Source: an optimization exercise on an open RTL-to-GDS flow (aim: small area, a short achievable clock period and few clock cycles per item). Production flows keep margins and buffers that such runs may drop. Where RTL was checked, it was by simulation tests only, not by an equivalence proof against the original. Power is estimated from default activity; no workload was simulated.

== run A ==
==> flow/design.v (excerpt) <==
module indent_style_detector_core (
	input  logic        clk,
	input  logic        arst_n,
	input  logic        in_valid,
	output logic        in_ready,
	input  logic [7:0]  text_byte,
	input  logic        has_byte,
	input  logic        end_of_line,
	output logic        out_valid,
	input  logic        out_ready,
	output logic        keep_going,
	output logic [1:0]  tab_style,
	output logic [7:0]  indent_size,
	output logic [31:0] lines_seen,
	input  logic        cfg_we,
	input  logic [1:0]  cfg_index,
	input  logic [15:0] cfg_data
);
	function automatic logic [15:0] sat_inc(input logic [15:0] v);
		sat_inc = (&v) ? v : v + 16'd1;
	endfunction
	logic [7:0]  min_indent_q;
	logic [7:0]  max_indent_q;
	logic [15:0] max_lines_q;
	logic [7:0]  in_range;    
	always_ff @(posedge clk or negedge arst_n) begin
		if (!arst_n) begin
			min_indent_q <= isd_pkg::MIN_INDENT_RST;
			max_indent_q <= isd_pkg::MAX_INDENT_RST;
			max_lines_q  <= isd_pkg::MAX_LINES_RST;
		end else if (cfg_we) begin
			case (cfg_index)
				isd_pkg::REG_MIN_INDENT: min_indent_q <= cfg_data[7:0];
				isd_pkg::REG_MAX_INDENT: max_indent_q <= cfg_data[7:0];
				isd_pkg::REG_MAX_LINES:  max_lines_q  <= cfg_data;
				default: ;
			endcase
		end
	end
	logic [8:0] win_span;    
	assign win_span = {1'b0, max_indent_q} - {1'b0, min_indent_q};
	always_comb begin
		for (int i = 0; i < 8; i++) begin
  ...
For scale: about 2700 cells after synthesis, roughly 370 flip-flops, ~78 I/O pins, ~22000 um2 of cells after synthesis.
==> flow/config.mk <==
export PLATFORM = sky130hd
export DESIGN_NAME = indent_style_detector_core
export DESIGN_NICKNAME = indent_style_detector_core
export VERILOG_FILES = /design/flow/design.v
export SDC_FILE = /design/flow/constraint.sdc
export NUM_CORES = 4
export LEC_CHECK = 0
export ABC_AREA = 1
export CAP_MARGIN = 20
export CORE_MARGIN = 2
export CORE_UTILIZATION = 55
export PLACE_DENSITY = 0.7
export SETUP_SLACK_MARGIN = 5.0
export SLEW_MARGIN = 20
==> flow/constraint.sdc <==
create_clock -name core_clock -period 8.0 [get_ports {clk}]
set_input_delay 1.6000 -clock core_clock [delete_from_list [all_inputs] [get_ports {clk}]]
set_output_delay 1.6000 -clock core_clock [all_outputs]
set_load 0.01 [all_outputs]
standard.sh (not shown) runs the stock make flow with config.mk's settings and CLKGATE_MAP_FILE= SYNTH_SCRIPT=/design/flow/synth_recipe.tcl, a recipe that flattens the netlist after the stock synthesis.
==> flow/flow/run.sh <==
#!/bin/bash
# The standard layout (standard.sh, unchanged synthesis and steps) with three
# tool settings changed: port buffers use the plain buf cell family, CTS uses clkbuf_8 and adds no
# dummy loads, and the setup margin stays at 5.0.
# The clock period and I/O constraints are untouched.
set -euo pipefail
sed -e 's/SETUP_SLACK_MARGIN=[0-9.]*/SETUP_SLACK_MARGIN=5.0 "BUFFER_PORTS_ARGS=-buffer_cell sky130_fd_sc_hd__buf_2" "CTS_ARGS=-sink_clustering_enable -repair_clock_nets -dont_use_dummy_load -buf_list sky130_fd_sc_hd__clkbuf_8"/' standard.sh > standard_tuned.sh
bash standard_tuned.sh > standard.log 2>&1
Testbench counts of run A, summed over its fixed seeds: cycles 171,851, lines 9,600.
Inputs modified between run A and run B:
--- a/flow/design.v
+++ b/flow/design.v
@@ -352,22 +352,25 @@
 			end else begin
 				style_nx = isd_pkg::STYLE_TABS;
 			end
 		end else if (s4_spl_q && !(&space_total_q)) begin
 			if (tab_style_q == isd_pkg::STYLE_TABS) begin
 				style_nx = (space_inc == tab_total_q) ? isd_pkg::STYLE_UNKNOWN : isd_pkg::STYLE_TABS;
 			end else begin
 				style_nx = isd_pkg::STYLE_SPACES;
 			end
 		end
 	end
+	logic [16:0] kg_sub, ql_sub;
+	assign kg_sub = {1'b0, line_total_q} - {1'b0, max_lines_q};
+	assign ql_sub = {4'd0, th_floor_q} - {1'b0, max_q};
 	assign rc_take = rcb_v_q && in_range[rcb_idx_q] && (rd_q > max_q);
 	always_ff @(posedge clk or negedge arst_n) begin
 		if (!arst_n) begin
 			line_total_q  <= 16'd0;
 			tab_total_q   <= 16'd0;
 			space_total_q <= 16'd0;
 			th_floor_q    <= 13'd0;
 			th_rem_q      <= 4'd0;
 			hist_v_q      <= 8'd0;
 			max_q         <= 16'd0;
 			qual_q        <= 1'b0;
@@ -378,24 +381,24 @@
 		end else if (cfg_we) begin
 			rc_busy_q <= 1'b1;
 			rc_idx_q  <= 4'd0;
 			max_q     <= 16'd0;
 		end else if (rc_busy_q) begin
 			rc_idx_q <= rc_idx_q + 4'd1;
 			if (rc_take) begin
 				max_q <= rd_q;
 			end
 			if (rc_fin) begin
 				rc_busy_q     <= 1'b0;
-				qual_q        <= max_q > {3'd0, th_floor_q};
-				keep_going_q  <= line_total_q < max_lines_q;
+				qual_q        <= ql_sub[16];
+				keep_going_q  <= kg_sub[16];
 			end
 		end else if (s4_fire) begin
 			line_total_q  <= line_nx;
 			if (s4_tabl_q) begin
 				tab_total_q <= tab_inc;
 			end
 			if (s4_spl_q) begin
 				space_total_q <= space_inc;
 			end
 			if (th_inc && !th_sat) begin
 				if (th_rem_q == 4'd9) begin
@@ -414,23 +417,23 @@
 			qual_q        <= qual_nx;
 			keep_going_q  <= keep_going_q && (line_nx != max_lines_q);
 			tab_style_q   <= style_nx;
 		end
 	end
 	always_ff @(posedge clk) begin
 		if (!cfg_we && rc_busy_q) begin
 			if (rc_take) begin
 				max_idx_q <= rcb_idx_q;
 			end
 			if (rc_fin) begin
-				indent_size_q <= (max_q > {3'd0, th_floor_q}) ? ind_cur : 8'd0;
+				indent_size_q <= ql_sub[16] ? ind_cur : 8'd0;
 			end
 		end else if (!cfg_we && s4_fire) begin
 			max_idx_q     <= idx_nx;
 			indent_size_q <= !qual_nx ? 8'd0 : idx_take ? ind_bin : ind_cur;
 		end
 	end
 	always_ff @(posedge clk or negedge arst_n) begin
 		if (!arst_n) begin
 			out_valid_q <= 1'b0;
 		end else if (out_free) begin
 			out_valid_q <= s4_v_q;
Cmp run B vs run A: fraction of area in clock buffers and inverters higher in run B
Summary of run B over run A: global routing usage summed across all routing layers went down by 0.87 points, number of nets in the layout now sits lower, total number of vias saw a decrease, maximum operating frequency saw an increase.
Diff run A..run B | sequential cell count | unchanged
Run B reports its critical-path cell with the highest stage delay as sky130_fd_sc_hd__dfrtp_1 while run A reports sky130_fd_sc_hd__dfstp_2.
Testbench counts of run B, summed over its fixed seeds: cycles 171,851, lines 9,600.

== run a ==
Another version of the RTL of indent_style_detector_core (not shown whole).
Size: ~2600 cells after synthesis, ~78 I/O pins.
clock: 8.0 ns
lec_check: 0
abc_area: 1
cap_margin: 20
core_margin: 2
core_utilization: 55
place_density: 0.7
setup_slack_margin: 5.0
slew_margin: 20
Scripts as last shown in full above: flow/flow/run.sh
The inputs of run b differ from those of run a as listed below.
--- a/flow/design.v
+++ b/flow/design.v
@@ -73,17 +73,16 @@
 	logic       rc_busy_q;
 	logic [3:0] rc_idx_q;
 	logic       rc_fin;
 	assign rc_fin = rc_busy_q && rc_idx_q == 4'd9;
 	logic out_valid_q;
 	logic out_free;    
-	logic s2_go;       
-	logic s2_fire;
+	logic go_q;        
+	logic s2_fire;     
 	assign out_free = !out_valid_q || out_ready;
-	assign s2_go    = pend_q && !rc_busy_q;
-	assign s2_fire  = s2_go && out_free;
+	assign s2_fire  = pend_q && go_q;
 	isd_pkg::isd_word_t in_word;
 	isd_pkg::isd_word_t w0_q, w1_q;
 	logic w0_v_q, w1_v_q;
 	logic in_ready_q;
 	logic acc, cons;
 	logic w0_v_d, w1_v_d;
@@ -213,14 +212,14 @@
 	assign d_up = {1'b0, sp_q} - {1'b0, prev_q};
 	always_ff @(posedge clk or negedge arst_n) begin
 		if (!arst_n) begin
 			prev_q  <= 16'd0;
 			s2b_v_q <= 1'b0;
 		end else if (out_free) begin
-			s2b_v_q <= s2_go;
-			if (s2_go && !skip_q && !tab_q && cont_q) begin
+			s2b_v_q <= s2_fire;
+			if (s2_fire && !skip_q && !tab_q && cont_q) begin
 				prev_q <= sp_q;
 			end
 		end
 	end
 	always_ff @(posedge clk) begin
 		if (s2_fire) begin
@@ -409,13 +408,13 @@
 				end
 			end
 			if (s4_hit_q) begin
 				hist_v_q[s4_bin_q] <= 1'b1;
 			end
 			if (max_inc) begin
-				max_q <= bump_val;    
+				max_q <= max_q + 16'd1;
 			end
 			qual_q        <= qual_nx;
 			keep_going_q  <= keep_going_q && (line_nx != max_lines_q);
 			tab_style_q   <= style_nx;
 		end
 	end
@@ -436,12 +435,19 @@
 		if (!arst_n) begin
 			out_valid_q <= 1'b0;
 		end else if (out_free) begin
 			out_valid_q <= s4_v_q;
 		end
 	end
+	always_ff @(posedge clk or negedge arst_n) begin
+		if (!arst_n) begin
+			go_q <= 1'b1;
+		end else begin
+			go_q <= !(out_free ? s4_v_q : out_valid_q) && !cfg_we && !(rc_busy_q && !rc_fin);
+		end
+	end
 	assign out_valid   = out_valid_q;
 	assign keep_going  = keep_going_q;
 	assign tab_style   = tab_style_q;
 	assign indent_size = indent_size_q;
 	assign lines_seen  = {16'd0, line_total_q};
 endmodule
## What came out
- Between run a and run b, the difference in total combinational power is negligible.
- Changes observed in run b relative to run a: total power now larger, total via count after detailed routing saw little to no change.
- Run b -> run a: cell area flat
- Compared run b against run a; total number of sequential cells within noise.
- Clock period minus worst slack delta for run b relative to run a: 0.10 ns lower
No run of this note included a check of the RTL's function; only the layout flow was run.

[afterwards: timing with drivers on the ports]
The results above use ideal ports. As a check the final layouts listed here were re-extracted and re-timed, cells and wires unchanged. Step 1 sets driving cells, clkbuf_16 on the clock port and buf_2 on the other inputs (assumed; they add their load-dependent delay and slew). Step 2, shift: input delay + t, output delay - t, t = (earliest + latest rising clock arrival at the registers) / 2. This alone moves slack from input paths to output paths. Slacks: ideal ports / drivers / drivers and shift; pairs: ideal ports / drivers.
| run | shift t [ns] | setup WS [ns] | worst register clock-pin slew, ns | cell pins on the clock port's net |
|---|---|---|---|---|
| run A of note 1 | 0.699 | 5.054 / 5.005 / 4.444 | 0.07 / 0.07 | 1 |
| run B of note 1 | 0.645 | 5.068 / 5.017 / 4.530 | 0.07 / 0.07 | 1 |
| run a of note 2 | 0.694 | 4.982 / 4.982 / 4.452 | 0.07 / 0.07 | 1 |
| run b of note 2 | 0.651 | 5.086 / 5.046 / 4.546 | 0.06 / 0.06 | 1 |
After both steps setup and hold are still met in every run listed. The setup slack of run A of note 1, which loses most, moves by -0.049 ns with the drivers and by -0.610 ns with both steps.
